This design comes from an exercise in tuning for small area, a short achievable clock period and few clock cycles per item on the open sky130 flow, not from production work.
Only simulation tests tie the RTL to the original design; equivalence was not proved.
Power figures rest on the tool's default switching activity, not on a simulated workload.

## flow/config.mk

```make
export PLATFORM = sky130hd
export DESIGN_NAME = sudoku_top
export DESIGN_NICKNAME = sudoku_top
export VERILOG_FILES = /design/flow/design.v
export SDC_FILE = /design/flow/constraint.sdc
export NUM_CORES = 4
export LEC_CHECK = 0
export CAP_MARGIN = 20
export CORE_MARGIN = 2
export CORE_UTILIZATION = 30
export SETUP_SLACK_MARGIN = 0.3
export SLEW_MARGIN = 20
```

## flow/constraint.sdc

```tcl
create_clock -name core_clock -period 12.5 [get_ports {clk}]
set_input_delay 2.5000 -clock core_clock [delete_from_list [all_inputs] [get_ports {clk}]]
set_output_delay 2.5000 -clock core_clock [all_outputs]
set_load 0.01 [all_outputs]
```

## flow/design.v

```verilog
package sudoku_grid_pkg;
    typedef logic [4-1:0] digit_t;
    typedef logic [7-1:0] cell_idx_t;
    typedef logic [9*4-1:0] house_t;
    typedef logic [81-1:0] fixed_map_t;
endpackage
package sudoku_ctrl_pkg;
    typedef enum logic [1:0] {
        IDLE,
        LOAD,
        SOLVE,
        WRITE_OUT
    } solver_state_t;
    typedef logic [7-1:0] mem_addr_t;
    typedef logic [8-1:0] mem_word_t;
endpackage
module grid_store (
    input  logic       clk,
    input  logic       rst,
    input  sudoku_grid_pkg::cell_idx_t  cursor_i,
    input  logic       load_en_i,
    input  sudoku_grid_pkg::digit_t     load_digit_i,
    input  logic       load_fixed_i,
    input  logic       solve_wr_i,
    input  sudoku_grid_pkg::digit_t     solve_digit_i,
    output sudoku_grid_pkg::digit_t     cur_digit_o,
    output logic       cur_fixed_o,
    output sudoku_grid_pkg::fixed_map_t fixed_map_o,
    output sudoku_grid_pkg::house_t     row_o,
    output sudoku_grid_pkg::house_t     col_o,
    output sudoku_grid_pkg::house_t     blk_o
);
    logic [4-1:0] cells [81];
    sudoku_grid_pkg::fixed_map_t fixed_q;
    sudoku_grid_pkg::cell_idx_t  cell_sel;
    logic [3:0] row_sel;
    logic [3:0] col_sel;
    logic [3:0] blk_sel;
    logic [9*9*4-1:0] row_bus;
    logic [9*9*4-1:0] col_bus;
    logic [9*9*4-1:0] blk_bus;
    assign cell_sel = (cursor_i < 7'(81)) ? cursor_i : '0;
    assign row_sel = 4'(cell_sel / 9);
    assign col_sel = 4'(cell_sel % 9);
    assign blk_sel = 4'((row_sel / 3) * 3 + col_sel / 3);
    always_ff @(posedge clk) begin
        for (int i = 0; i < 81; i++) begin
            if (cell_sel == sudoku_grid_pkg::cell_idx_t'(i)) begin
                if (load_en_i) begin
                    cells[i] <= load_digit_i;
                end else if (solve_wr_i) begin
                    cells[i] <= solve_digit_i;
                end
            end
        end
    end
    always_ff @(posedge clk or posedge rst) begin
        if (rst) begin
            fixed_q <= '0;
        end else if (load_en_i) begin
            fixed_q[cell_sel] <= load_fixed_i;
        end
    end
    for (genvar r = 0; r < 9; r++) begin : g_row
        for (genvar c = 0; c < 9; c++) begin : g_col
            assign row_bus[(r * 9 + c) * 4 +: 4] = cells[r * 9 + c];
            assign col_bus[(c * 9 + r) * 4 +: 4] = cells[r * 9 + c];
            assign blk_bus[(((r / 3) * 3 + c / 3) * 9 +
                            (r % 3) * 3 + c % 3) * 4
                           +: 4] =
                cells[r * 9 + c];
        end
    end
    assign row_o = row_bus[row_sel * (9 * 4) +: (9 * 4)];
    assign col_o = col_bus[col_sel * (9 * 4) +: (9 * 4)];
    assign blk_o = blk_bus[blk_sel * (9 * 4) +: (9 * 4)];
    assign cur_digit_o = cells[cell_sel];
    assign cur_fixed_o = fixed_q[cell_sel];
    assign fixed_map_o = fixed_q;
endmodule
module candidate_picker (
    input  sudoku_grid_pkg::digit_t cur_digit_i,
    input  sudoku_grid_pkg::house_t row_i,
    input  sudoku_grid_pkg::house_t col_i,
    input  sudoku_grid_pkg::house_t blk_i,
    output sudoku_grid_pkg::digit_t cand_digit_o,
    output logic   backtrack_o
);
    logic [9:1] used_mask;
    logic [9:1] above_mask;
    logic [9:1] avail_mask;
    always_comb begin
        used_mask = '0;
        for (int d = 1; d <= 9; d++) begin
            for (int i = 0; i < 9; i++) begin
                if (row_i[i * 4 +: 4] == sudoku_grid_pkg::digit_t'(d) || col_i[i * 4 +: 4] == sudoku_grid_pkg::digit_t'(d) ||
                    blk_i[i * 4 +: 4] == sudoku_grid_pkg::digit_t'(d)) begin
                    used_mask[d] = 1'b1;
                end
            end
        end
    end
    always_comb begin
        for (int d = 1; d <= 9; d++) begin
            above_mask[d] = (sudoku_grid_pkg::digit_t'(d) > cur_digit_i);
        end
    end
    assign avail_mask = ~used_mask & above_mask;
    always_comb begin
        cand_digit_o = '0;
        for (int d = 9; d >= 1; d--) begin
            if (avail_mask[d]) begin
                cand_digit_o = sudoku_grid_pkg::digit_t'(d);
            end
        end
    end
    assign backtrack_o = ~|avail_mask;
endmodule
module cell_cursor (
    input  sudoku_grid_pkg::fixed_map_t fixed_map_i,
    input  sudoku_grid_pkg::cell_idx_t  cursor_i,
    output sudoku_grid_pkg::cell_idx_t  next_idx_o,
    output sudoku_grid_pkg::cell_idx_t  prev_idx_o
);
    always_comb begin
        next_idx_o = sudoku_grid_pkg::cell_idx_t'(81);
        for (int i = 81 - 1; i >= 0; i--) begin
            if (sudoku_grid_pkg::cell_idx_t'(i) > cursor_i && !fixed_map_i[i]) begin
                next_idx_o = sudoku_grid_pkg::cell_idx_t'(i);
            end
        end
    end
    always_comb begin
        prev_idx_o = '0;
        for (int i = 0; i < 81; i++) begin
            if (sudoku_grid_pkg::cell_idx_t'(i) < cursor_i && !fixed_map_i[i]) begin
                prev_idx_o = sudoku_grid_pkg::cell_idx_t'(i);
            end
        end
    end
endmodule
module solver_fsm (
    input  logic      clk,
    input  logic      rst,
    input  sudoku_ctrl_pkg::mem_word_t rom_data_i,
    input  logic      cur_fixed_i,
    input  sudoku_grid_pkg::digit_t    cand_digit_i,
    input  logic      backtrack_i,
    input  sudoku_grid_pkg::cell_idx_t next_idx_i,
    input  sudoku_grid_pkg::cell_idx_t prev_idx_i,
    output sudoku_grid_pkg::cell_idx_t cursor_o,
    output logic      load_en_o,
    output sudoku_grid_pkg::digit_t    load_digit_o,
    output logic      load_fixed_o,
    output logic      solve_wr_o,
    output sudoku_grid_pkg::digit_t    solve_digit_o,
    output logic      rom_rd_o,
    output logic      ram_ce_o,
    output logic      ram_we_n_o,
    output logic      done_o
);
    localparam sudoku_grid_pkg::cell_idx_t last_idx = sudoku_grid_pkg::cell_idx_t'(81 - 1);
    localparam sudoku_grid_pkg::cell_idx_t end_idx  = sudoku_grid_pkg::cell_idx_t'(81);
    sudoku_ctrl_pkg::solver_state_t state_q;
    sudoku_grid_pkg::cell_idx_t     cursor_q;
    logic          in_grid;
    assign in_grid = (cursor_q != end_idx);
    always_ff @(posedge clk or posedge rst) begin
        if (rst) begin
            state_q  <= sudoku_ctrl_pkg::IDLE;
            cursor_q <= '0;
        end else begin
            case (state_q)
                sudoku_ctrl_pkg::IDLE: begin
                    state_q  <= sudoku_ctrl_pkg::LOAD;
                    cursor_q <= '0;
                end
                sudoku_ctrl_pkg::LOAD: begin
                    if (cursor_q == last_idx) begin
                        state_q  <= sudoku_ctrl_pkg::SOLVE;
                        cursor_q <= '0;
                    end else begin
                        cursor_q <= cursor_q + 1'b1;
                    end
                end
                sudoku_ctrl_pkg::SOLVE: begin
                    if (!in_grid) begin
                        state_q  <= sudoku_ctrl_pkg::WRITE_OUT;
                        cursor_q <= '0;
                    end else if (!cur_fixed_i && backtrack_i) begin
                        cursor_q <= prev_idx_i;
                    end else begin
                        cursor_q <= next_idx_i;
                    end
                end
                sudoku_ctrl_pkg::WRITE_OUT: begin
                    if (in_grid) begin
                        cursor_q <= cursor_q + 1'b1;
                    end
                end
                default: begin
                    state_q <= sudoku_ctrl_pkg::IDLE;
                end
            endcase
        end
    end
    assign cursor_o     = cursor_q;
    assign load_en_o    = (state_q == sudoku_ctrl_pkg::LOAD);
    assign load_digit_o = rom_data_i[4-1:0];
    assign load_fixed_o = |rom_data_i;
    assign solve_wr_o    = (state_q == sudoku_ctrl_pkg::SOLVE) && in_grid && !cur_fixed_i;
    assign solve_digit_o = backtrack_i ? '0 : cand_digit_i;
    assign rom_rd_o   = (state_q == sudoku_ctrl_pkg::LOAD);
    assign ram_ce_o   = (state_q == sudoku_ctrl_pkg::WRITE_OUT) && in_grid;
    assign ram_we_n_o = !ram_ce_o;
    assign done_o     = (state_q == sudoku_ctrl_pkg::WRITE_OUT) && !in_grid;
endmodule
module sudoku_top (
    input  logic      clk,
    input  logic      rst,
    output logic      rom_rd_o,
    output sudoku_ctrl_pkg::mem_addr_t rom_addr_o,
    input  sudoku_ctrl_pkg::mem_word_t rom_data_i,
    output logic      ram_ce_o,
    output logic      ram_we_n_o,
    output sudoku_ctrl_pkg::mem_addr_t ram_addr_o,
    output sudoku_ctrl_pkg::mem_word_t ram_data_o,
    output logic      done_o
);
    sudoku_grid_pkg::cell_idx_t  cursor;
    logic       load_en;
    sudoku_grid_pkg::digit_t     load_digit;
    logic       load_fixed;
    logic       solve_wr;
    sudoku_grid_pkg::digit_t     solve_digit;
    sudoku_grid_pkg::digit_t     cur_digit;
    logic       cur_fixed;
    sudoku_grid_pkg::fixed_map_t fixed_map;
    sudoku_grid_pkg::house_t     row;
    sudoku_grid_pkg::house_t     col;
    sudoku_grid_pkg::house_t     blk;
    sudoku_grid_pkg::digit_t     cand_digit;
    logic       backtrack;
    sudoku_grid_pkg::cell_idx_t  next_idx;
    sudoku_grid_pkg::cell_idx_t  prev_idx;
    solver_fsm solver_fsm_inst (
        .clk           (clk),
        .rst           (rst),
        .rom_data_i    (rom_data_i),
        .cur_fixed_i   (cur_fixed),
        .cand_digit_i  (cand_digit),
        .backtrack_i   (backtrack),
        .next_idx_i    (next_idx),
        .prev_idx_i    (prev_idx),
        .cursor_o      (cursor),
        .load_en_o     (load_en),
        .load_digit_o  (load_digit),
        .load_fixed_o  (load_fixed),
        .solve_wr_o    (solve_wr),
        .solve_digit_o (solve_digit),
        .rom_rd_o      (rom_rd_o),
        .ram_ce_o      (ram_ce_o),
        .ram_we_n_o    (ram_we_n_o),
        .done_o        (done_o)
    );
    grid_store grid_store_inst (
        .clk           (clk),
        .rst           (rst),
        .cursor_i      (cursor),
        .load_en_i     (load_en),
        .load_digit_i  (load_digit),
        .load_fixed_i  (load_fixed),
        .solve_wr_i    (solve_wr),
        .solve_digit_i (solve_digit),
        .cur_digit_o   (cur_digit),
        .cur_fixed_o   (cur_fixed),
        .fixed_map_o   (fixed_map),
        .row_o         (row),
        .col_o         (col),
        .blk_o         (blk)
    );
    candidate_picker candidate_picker_inst (
        .cur_digit_i  (cur_digit),
        .row_i        (row),
        .col_i        (col),
        .blk_i        (blk),
        .cand_digit_o (cand_digit),
        .backtrack_o  (backtrack)
    );
    cell_cursor cell_cursor_inst (
        .fixed_map_i (fixed_map),
        .cursor_i    (cursor),
        .next_idx_o  (next_idx),
        .prev_idx_o  (prev_idx)
    );
    assign rom_addr_o = cursor;
    assign ram_addr_o = cursor;
    assign ram_data_o = {{(8 - 4){1'b0}}, cur_digit};
endmodule
```

## flow/run.sh

```bash
#!/bin/bash
# synth_recipe.tcl (not shown) runs the flow's synth.tcl, then flattens the netlist and writes it again
# the make line also repeats each setting of config.mk as NAME=value (left out here)
make -C /OpenROAD-flow-scripts/flow DESIGN_CONFIG=/design/flow/config.mk WORK_HOME=/design/flow/orfs CLKGATE_MAP_FILE= SYNTH_SCRIPT=/design/flow/synth_recipe.tcl finish
```

==> metrics.md <==
| Metric | Value |
|---|---|
| Status | finished clean |
| Vias | 46500 |
| Arr. time, crit path | 12300 ps |
| Sum Neg Setup Slack | 0 ps |
| Clk Latency, worst-skew pair | 630 ps |
| Full die area | 128000 um2 |
| Fin. max-slew vios | 0 |
| Largest family of logic cells by synthesized area | compound AO/OA/AOI/OAI gates |
| Ys Warns | 5 |
| Clock sinks | 414 |
| Total GRT Usage | 0.492 |
| Mux contribution to synthesized area | 0.126 |
| GP Congestion | 1.16 |
| Final Skew | 37.4 ps |
| Worst Path Class, Setup | flip-flop to flip-flop |
| Biggest area consumer among synthesized cells | edfxtp_1 |
| Final WL | 324000 um |
| Fraction of layout instances using a drive strength above 1 | 0.159 |
| Seq pwr share | 0.518 |
| Slowest stage delay, CP | 720 ps |
| Mean Syn Cell Area | 8.64 um2 |
| Core Util, Final | 0.345 |
| Compound-Gate Fraction of Synth Area | 0.263 |
| Syn Inst Count | 4345 |
| Post-route ant nets | 0 |
| Rel. slew slack | 0.106 |
| Detailed placer's ending HPWL | 242000 um |
| Core area | 124000 um2 |
| Drt pass-1 iters | 10 |
| Worst hold path class | flip-flop to flip-flop |
| Ys flop type | edfxtp_1 |
| Residual DRC | 0 |
| CTS Buf Count | 42 |
| Clk root buf | clkbuf_16 |
| Number of global-route vias before repair | 41000 |
| P_sw | 0.000652 W |
| Yosys reg bits | 414 |
| Fin crit share | 0.957 |
| Sw frac | 0.226 |
| Clk buf depth | 3 |
| FMAX | 83.6 MHz |
| Avg WL per Cell | 53.4 um |
| Async SR Flop Fraction | 0.217 |
| Placed Instances | 5901 |
| Iter 0 DRT Violations | 9248 |
| # H-tree levels | 2 |
| Area Overhead vs Synth | 13.8% |
| # port buffers | 31 |
| Post-route cell area | 42700 um2 |
| Vias/cell | 7.65 |
| Crit. End Element | flip-flop |
| First-pass GRT wire length | 415000 um |
| Die width | 358 um |
| Final setup fails | 0 |
| Top post-synthesis cells by area | edfxtp_1 26%, mux4_2 7.0%, dfrtp_1 6.0% |
| Mapped Area | 37500 um2 |
| Largest net degree at the start of global routing | 87 |
| Placed Instance Area | 40700 um2 |
| Unrepaired setup endpoints after global routing | no |
| Startpoint types | flip-flop |
| Worst-Margin Slew | 1340 ps |
| Post-synthesis simple-gate area fraction | 0.225 |
| Part of the power in combinational logic | 0.021 |
| Power density over the cells | 67.4 nW/um2 |
| Max-capacitance violation count | 0 |
| Share of the synthesized area in the top cell type | 0.259 |
| Post-Synth XOR/XNOR Area | 0.00483 |
| Leakage | 14.2 nW |
| # rows | 129 |
| VDD IR max | 91.2 uV |
| Worst endpoint required time | 12830 ps |
| Min Clock Period, post-route | 11970 ps |
| Starting Density | 0.303 |
| Final hold viol count | 0 |
| Grt total ovfl | 0 |
| Seq/Total Area, Yosys | 0.319 |
| Crit path max fanout | 81 |
| Antenna violations before repair | 75 |
| WP buf/inv | 10 |
| Number of flops mapped to enable cells by yosys | 324 |
| Area share of fa/ha/maj cells after synthesis | 0.0121 |
| Layout Cells excl Fill | 6075 |
| Yosys cell types | 129 |
| Clk network pwr share | 0.461 |
| Worst path slowest cell | fa_2 |
| Worst path top cell family by delay | simple AND/OR/NAND/NOR gates |
| Nets | 4378 |
| Die Y-Extent | 358 um |
| I/O pin count | 36 |
| Reg clk slew, reported paths | 60 ps |
| CTS tree | built |
| Internal Dissipation | 0.00223 W |
per-layer routing:
metal | GRT usage | share of wire | up-vias
li1 | - | - | 17100
met2 | 0.670 | 0.39 | 4799
met1 | 0.566 | 0.35 | 23100
met4 | 0.408 | 0.10 | 28
met5 | 0.0230 | 0.0010 | -
met3 | 0.253 | 0.15 | 1441
worst reg2reg max path, delay by kind of cell (launching register included):
family | cells | cell delay [ps]
adders and majority gates | 7 | 2140
muxes | 2 | 630
and+or+nand+nor | 15 | 3650
AOI/OAI and AO/OA | 14 | 3200
DFF | 1 | 360
buffers and inverters | 10 | 1530
cell usage after synthesis, drive strengths merged, types with 14 or more instances:
master / n
a2111oi: 24
mux2i: 131
clkbuf: 203
nor2b: 64
a32oi: 45
a32o: 14
inv: 68
nand4: 67
buf: 145
a222oi: 27
o21a: 17
a31oi: 80
xnor2: 15
nor3b: 23
nand2b: 61
o221ai: 16
o31ai: 29
nor4: 45
o21ai: 346
a221oi: 43
a211oi: 62
or2: 20
and2: 45
o22ai: 55
a21oi: 270
or3: 25
nor3: 108
nand4b: 21
a311oi: 18
and3: 50
o2111ai: 17
nand3: 204
a21o: 33
edfxtp: 324
mux2: 69
o32ai: 14
ha: 29
o211ai: 43
nor2: 398
nand2: 496
mux4: 116
a22oi: 132
nor4b: 15
dfrtp: 90
power by group through the flow:
stage	registers, W	logic (W)	clock network, W
final	0.00149	0.0000607	0.00133
after global routing	0.00149	0.0000620	0.00136
after CTS	0.00149	0.0000568	0.00132
after detailed placement	0.00152	0.0000566	0
after global placement	0.00152	0.0000565	0
after floorplan	0.00152	0.0000243	0
path summary, 6_finish.rpt:
kind / from / slack, ps / to / cells after the start
min reg2reg: grid_store_inst.fixed_q[73]$_DFFE_PP0P_ / 570 / grid_store_inst.fixed_q[73]$_DFFE_PP0P_ / 2
max reg2reg: solver_fsm_inst.cursor_q[5]$_DFFE_PP0P_ / 530 / grid_store_inst.cells[77][2]$_DFFE_PP_ / 48
min in group asynchronous: rst / 2240 / grid_store_inst.fixed_q[66]$_DFFE_PP0P_ / 2
max in group asynchronous: rst / 9000 / grid_store_inst.fixed_q[40]$_DFFE_PP0P_ / 3
max: solver_fsm_inst.cursor_q[5]$_DFFE_PP0P_ / 530 / grid_store_inst.cells[77][2]$_DFFE_PP_ / 48
min: grid_store_inst.fixed_q[73]$_DFFE_PP0P_ / 570 / grid_store_inst.fixed_q[73]$_DFFE_PP0P_ / 2
registers in the layout, summed over array words and instances, names as in the netlist:
signal	flops
grid_store_inst.cells	324
grid_store_inst.fixed_q	81
solver_fsm_inst.cursor_q	7
solver_fsm_inst.state_q	2
final cells by class:
| class | instances | area (um2) |
|---|---|---|
| diodes | 70 | 175 |
| inverters | 71 | 275 |
| clock inverters | 27 | 270 |
| repair buffers | 290 | 2560 |
| fillers | 12800 | 81200 |
| flip-flops and latches | 414 | 12000 |
| multi-input cells | 3517 | 24300 |
| well taps | 1637 | 2050 |
| clock buffers | 49 | 1110 |
cells by family after synthesis:
kind of cell	Yosys count
AOI/OAI and AO/OA	1440
xor gates and xnor gates	19
adders and majority gates	35
buffers and inverters	419
DFF	414
muxes	316
other	1
and+or+nand+nor	1701
repair_timing:
item | in CTS | in global routing
resized for setup | 1 | 27
buffers inserted | 0 | 23
hold buffers | 0 | 0
endpoints found under the setup margin | 81 | 331
gates cloned | 0 | 3
endpoints found under the hold margin | 0 | 0
pin swaps | 0 | 7
layout by cell type, fill, tap and decap left out, types with 47 or more instances in the layout:
cell / n
a22oi_1: 126
and3_1: 47
a21oi_1: 257
a31oi_1: 79
a211oi_1: 60
nor2_1: 390
nand3_1: 199
o22ai_1: 53
nand4_1: 66
edfxtp_1: 324
buf_4: 233
nor2b_1: 60
mux2_2: 66
mux2i_1: 119
mux4_2: 116
o21ai_0: 327
diode_2: 70
inv_1: 58
nand2b_1: 59
dfrtp_1: 84
nand2_1: 494
nor3_1: 100
stage by stage:
step | hold WS (ps) | power [W] | setup slack (ps)
final | 567 | 0.00288 | 533
after global routing | 595 | 0.00291 | 272
after CTS | 557 | 0.00287 | 399
after detailed placement | 543 | 0.00158 | 173
after global placement | 531 | 0.00158 | 338
after floorplan | 499 | 0.00154 | 246
Testbench counts, summed over its fixed seeds: cycles 1,036,496, puzzles 128.

[static timing again, ports no longer ideal]
How much do the figures lean on ideal ports? The routed layout below was timed once more, with nothing changed but the port constraints. Step 1 assumes that a clkbuf_16 drives the clock port and a buf_2 every other input. Step 2 times the ports against the registers' clock, not the clock port: input delays grow and output delays shrink by t, the midpoint of the rising clock arrivals with the driver on. Slacks: ideal ports / drivers / drivers and shift; pairs: ideal ports / drivers.
t, ns: 0.684
setup WS [ns]: 0.533 / 0.533 / 0.533
clock arrival spread, ns: 0.038 / 0.038
cell pins on the clock port's net: 1
After both steps this run still meets setup and hold. The setup slack of this run moves by 0.000 ns with the drivers and by 0.000 ns with both steps.
